Background: an optimization exercise with open tools, aiming at small area, a short achievable clock period and few clock cycles. Do not read the settings as production practice.
Where RTL was checked, it was by simulation tests only, not by an equivalence proof against the original.
No activity file was given, so power comes from the tool's default toggle rates.

==> run a: inputs <==
## md_unit
module md_unit (
    input  logic        CLK,
    input  logic        RST_X,
    input  logic        start,
    input  md_pkg::md_op_t op,
    input  logic [31:0] a,
    input  logic [31:0] b,
    output logic        busy,
    output logic        done,
    output logic [31:0] hi,
    output logic [31:0] lo
);
Settings: LEC_CHECK=0, CAP_MARGIN=20, CELL_PAD_IN_SITES_DETAIL_PLACEMENT=1, CELL_PAD_IN_SITES_GLOBAL_PLACEMENT=1, CORE_MARGIN=2, CORE_UTILIZATION=30, PLACE_DENSITY=0.45, SETUP_SLACK_MARGIN=1.0, SLEW_MARGIN=20; clock period 5.5 ns.
run.sh (not shown) runs the stock make flow with config.mk's settings and CLKGATE_MAP_FILE= SYNTH_SCRIPT=/design/flow/synth_recipe.tcl, a recipe that flattens the netlist after the stock synthesis.
==> inputs of run b, as changes to run a <==
==> flow/design.v (replaced) <==
`default_nettype none
package md_pkg;
    localparam int XLEN = 32;    
    typedef enum logic [2:0] {
        OP_NONE  = 3'd0,
        OP_MULT  = 3'd1,
        OP_MULTU = 3'd2,
        OP_DIV   = 3'd3,
        OP_DIVU  = 3'd4,
        OP_MTHI  = 3'd5,
        OP_MTLO  = 3'd6
    } md_op_t;
endpackage
`default_nettype wire
`timescale 1ns/100ps
`default_nettype none
module md_unit (
    input  logic        CLK,
    input  logic        RST_X,
    input  logic        start,
    input  md_pkg::md_op_t op,
    input  logic [31:0] a,
    input  logic [31:0] b,
    output logic        busy,
    output logic        done,
    output logic [31:0] hi,
    output logic [31:0] lo
);
    localparam logic [2:0] S_IDLE = 3'd0;
    localparam logic [2:0] S_MUL  = 3'd1;    
    localparam logic [2:0] S_MFIX = 3'd2;    
    localparam logic [2:0] S_DNEG = 3'd3;    
    localparam logic [2:0] S_DIV  = 3'd4;    
    localparam logic [2:0] S_QNEG = 3'd5;    
    localparam logic [2:0] S_RNEG = 3'd6;    
    logic [2:0]  state, state_n;
    logic [31:0] hi_n, lo_n;
    logic        hx, hx_n;           
    logic [31:0] m;                  
    logic        ms;                 
    logic        p, p_n;             
    logic [5:0]  cnt, cnt_n;         
    logic        sgn, na, nb, zb;    
    logic        done_n;
    logic        c_aen, c_amul, c_bm1, c_bm2, c_blo, c_bhi, c_inv;
    logic        c_aen_n, c_amul_n, c_bm1_n, c_bm2_n, c_blo_n, c_bhi_n, c_inv_n;
    logic [34:0] opa, opb, s, m35;
    logic [35:0] sum_c;
    assign m35 = {{2{ms}}, ms, m};
    assign opa = {{2{hx & c_amul}}, hx, hi} & {35{c_aen}};
    assign opb = ((m35 & {35{c_bm1}}) | ({m35[33:0], 1'b0} & {35{c_bm2}}) |
                  ({3'b0, lo} & {35{c_blo}}) | ({3'b0, hi} & {35{c_bhi}})) ^ {35{c_inv}};
    assign sum_c = {opa, 1'b1} + {opb, c_inv};
    assign s     = sum_c[35:1];
    logic mk16, mk4;
    assign mk16 = (lo[15:0] == {16{p}}) && (cnt <= 6'd16);
    assign mk4  = (lo[3:0]  == {4{p}})  && (cnt <= 6'd28);
    logic [31:0] dv;                 
    logic [31:0] gmask;              
    logic        dk16, dk4, dlast, fits;
    assign dv = m ^ {32{ms}};
    always_comb begin
        for (int j = 0; j < 31; j++) gmask[j] = ((dv >> (j + 1)) == '0);
        gmask[31] = 1'b1;
    end
    assign dk16 = ({hx, hi[31:17]} == '0) && (({hi[16:0], lo[31:17]} & gmask) == '0)
                  && (cnt <= 6'd16);
    assign dk4  = ({hx, hi[31:29]} == '0) && (({hi[28:0], lo[31:29]} & gmask) == '0)
                  && (cnt <= 6'd28);
    assign dlast = cnt[5];           
    assign fits  = !s[34];
    logic is_mul, is_div, is_sgn, arith;
    assign is_mul = (op == md_pkg::OP_MULT) || (op == md_pkg::OP_MULTU);
    assign is_div = (op == md_pkg::OP_DIV)  || (op == md_pkg::OP_DIVU);
    assign is_sgn = (op == md_pkg::OP_MULT) || (op == md_pkg::OP_DIV);
    assign arith  = start && (is_mul || is_div);
    logic [1:0] lom_n;               
    always_comb begin
        state_n = state;
        hi_n    = hi;
        lo_n    = lo;
        hx_n    = hx;
        p_n     = p;
        cnt_n   = cnt;
        done_n  = 1'b0;
        lom_n   = lo[3:2];
        case (state)
            S_MUL: begin
                if (mk16) begin
                    {hx_n, hi_n, lo_n} = {{16{hx}}, hx, hi, lo[31:16]};
                    cnt_n = cnt + 6'd16;
                    lom_n = lo[17:16];
                end else if (mk4) begin
                    {hx_n, hi_n, lo_n} = {{4{hx}}, hx, hi, lo[31:4]};
                    cnt_n = cnt + 6'd4;
                    lom_n = lo[5:4];
                end else begin
                    {hx_n, hi_n, lo_n} = {s[34:0], lo[31:2]};
                    p_n   = lo[1];
                    cnt_n = cnt + 6'd2;
                    lom_n = lo[3:2];
                end
                if (cnt_n[5]) begin
                    if (!sgn && p_n) state_n = S_MFIX;
                    else begin
                        state_n = S_IDLE;
                        done_n  = 1'b1;
                    end
                end
            end
            S_MFIX: begin
                hi_n    = s[31:0];
                state_n = S_IDLE;
                done_n  = 1'b1;
            end
            S_DNEG: begin
                lo_n    = s[31:0];
                state_n = S_DIV;
            end
            S_DIV: begin
                if (zb) begin
                    hi_n    = '0;
                    lo_n    = '0;
                    state_n = S_IDLE;
                    done_n  = 1'b1;
                end else if (dk16) begin
                    {hx_n, hi_n, lo_n} = {hi[16:0], lo, 16'b0};
                    cnt_n = cnt + 6'd16;
                end else if (dk4) begin
                    {hx_n, hi_n, lo_n} = {hi[28:0], lo, 4'b0};
                    cnt_n = cnt + 6'd4;
                end else begin
                    lo_n  = {lo[30:0], fits};
                    cnt_n = cnt + 6'd1;
                    if (dlast) begin
                        hi_n = fits ? s[31:0] : hi;
                        if (na ^ nb)  state_n = S_QNEG;
                        else if (na)  state_n = S_RNEG;
                        else begin
                            state_n = S_IDLE;
                            done_n  = 1'b1;
                        end
                    end else begin
                        {hx_n, hi_n} = fits ? {s[31:0], lo[31]} : {hi, lo[31]};
                    end
                end
            end
            S_QNEG: begin
                lo_n = s[31:0];
                if (na) state_n = S_RNEG;
                else begin
                    state_n = S_IDLE;
                    done_n  = 1'b1;
                end
            end
            S_RNEG: begin
                hi_n    = s[31:0];
                state_n = S_IDLE;
                done_n  = 1'b1;
            end
            default: ;
        endcase
        if (start) begin
            if (is_mul || is_div) begin
                hi_n    = '0;
                hx_n    = 1'b0;
                lo_n    = a;
                p_n     = 1'b0;
                cnt_n   = '0;
                lom_n   = a[1:0];
                state_n = is_mul ? S_MUL : ((is_sgn && a[31] && b != '0) ? S_DNEG : S_DIV);
            end else if (op == md_pkg::OP_MTHI) begin
                hi_n = a;
            end else if (op == md_pkg::OP_MTLO) begin
                lo_n = a;
            end
        end
    end
    logic ms_n;
    assign ms_n = arith ? (is_sgn && b[31]) : ms;
    always_comb begin
        c_aen_n  = 1'b1;
        c_amul_n = 1'b0;
        c_bm1_n  = 1'b0;
        c_bm2_n  = 1'b0;
        c_blo_n  = 1'b0;
        c_bhi_n  = 1'b0;
        c_inv_n  = 1'b0;
        case (state_n)
            S_MUL: begin
                c_amul_n = 1'b1;
                c_bm1_n  = (lom_n[0] ^ p_n);
                c_bm2_n  = (lom_n[1] != lom_n[0]) && (lom_n[0] == p_n);
                c_inv_n  = lom_n[1] && !(lom_n[0] && p_n);
            end
            S_MFIX: begin
                c_amul_n = 1'b1;
                c_bm1_n  = 1'b1;
            end
            S_DIV: begin
                c_bm1_n  = 1'b1;
                c_inv_n  = !ms_n;
            end
            S_DNEG, S_QNEG: begin
                c_aen_n  = 1'b0;
                c_blo_n  = 1'b1;
                c_inv_n  = 1'b1;
            end
            S_RNEG: begin
                c_aen_n  = 1'b0;
                c_bhi_n  = 1'b1;
                c_inv_n  = 1'b1;
            end
            default: ;
        endcase
    end
    always_ff @(posedge CLK or negedge RST_X) begin
        if (!RST_X) begin
            state <= S_IDLE;
            done  <= 1'b0;
            hi    <= '0;
            lo    <= '0;
        end else begin
            state <= state_n;
            done  <= done_n;
            hi    <= hi_n;
            lo    <= lo_n;
        end
    end
    always_ff @(posedge CLK) begin
        hx     <= hx_n;
        p      <= p_n;
        cnt    <= cnt_n;
        c_aen  <= c_aen_n;
        c_amul <= c_amul_n;
        c_bm1  <= c_bm1_n;
        c_bm2  <= c_bm2_n;
        c_blo  <= c_blo_n;
        c_bhi  <= c_bhi_n;
        c_inv  <= c_inv_n;
        if (arith) begin
            m   <= b;
            ms  <= is_sgn && b[31];
            sgn <= is_sgn;
            na  <= is_sgn && a[31];
            nb  <= is_sgn && b[31];
            zb  <= (b == '0);
        end
    end
    assign busy = (state != S_IDLE);
endmodule
`default_nettype wire
Settings changed: CELL_PAD_IN_SITES_DETAIL_PLACEMENT 1 to default, CELL_PAD_IN_SITES_GLOBAL_PLACEMENT 1 to default, CORE_UTILIZATION 30 to 40, PLACE_DENSITY 0.45 to default, SETUP_SLACK_MARGIN 1.0 to default.
==> summary of the runs <==
- Against run b, the synthesized cell count of run a is larger by 11%.
- In run a the non-clock buffer count is higher than in run b, by 96.
- Cell count: run a is higher than run b (22%).
- Setup slack: run b is lower than run a (760 ps).
- In run a the fmax is larger than in run b, by 17%.
==> figures <==
Result of the run: run b finished clean; run a finished clean
Combinational share of power: run b 0.753; run a 0.825
Fraction of synthesis flops using an asynchronous set or reset pin: run b 0.567; run a 0.571
Multi-input gate area: run b 10000 um2; run a 11800 um2
Global Route met3 Usage: run b 0.177; run a 0.110
Met1 track demand over resource: run b 0.511; run a 0.552
Required time reported for the critical path endpoint: run b 5820 ps; run a 5840 ps
R2r setup slk: run b 250 ps; run a 1030 ps
Synth Area in Compound Gates: run b 0.343; run a 0.351
Number of global-route vias before repair: run b 16460; run a 19392
Share of the final layout cell area in multi-input gates: run b 0.602; run a 0.602
Testbench counts of run a, summed over its fixed seeds: cycles 13,466.
The RTL of run b was laid out without a check of its function.

-- what the ideal ports hide --
The flow's constraints put no driver on any port. The routed layouts listed below were extracted and timed again, unchanged, in two steps.
Step 1 assumes that a clkbuf_16 drives the clock port and a buf_2 every other input.
Step 2, shift: input delay + t, output delay - t, t = (earliest + latest rising clock arrival at the registers) / 2. This alone moves slack from input paths to output paths.
a / b / c = ideal ports / drivers / drivers and shift; a / b = the first two.
run	t (ns)	slack for setup (ns)	worst setup path after step 2	pins driven straight from the clock port
run a	0.557	1.014 / 1.027 / 0.495	input to register	1
run b	0.519	0.250 / 0.250 / 0.250	register to register	1
After both steps setup and hold are still met in every run listed. For run a, which loses most, drivers alone change the setup slack by +0.013 ns; drivers and shift together by -0.519 ns.
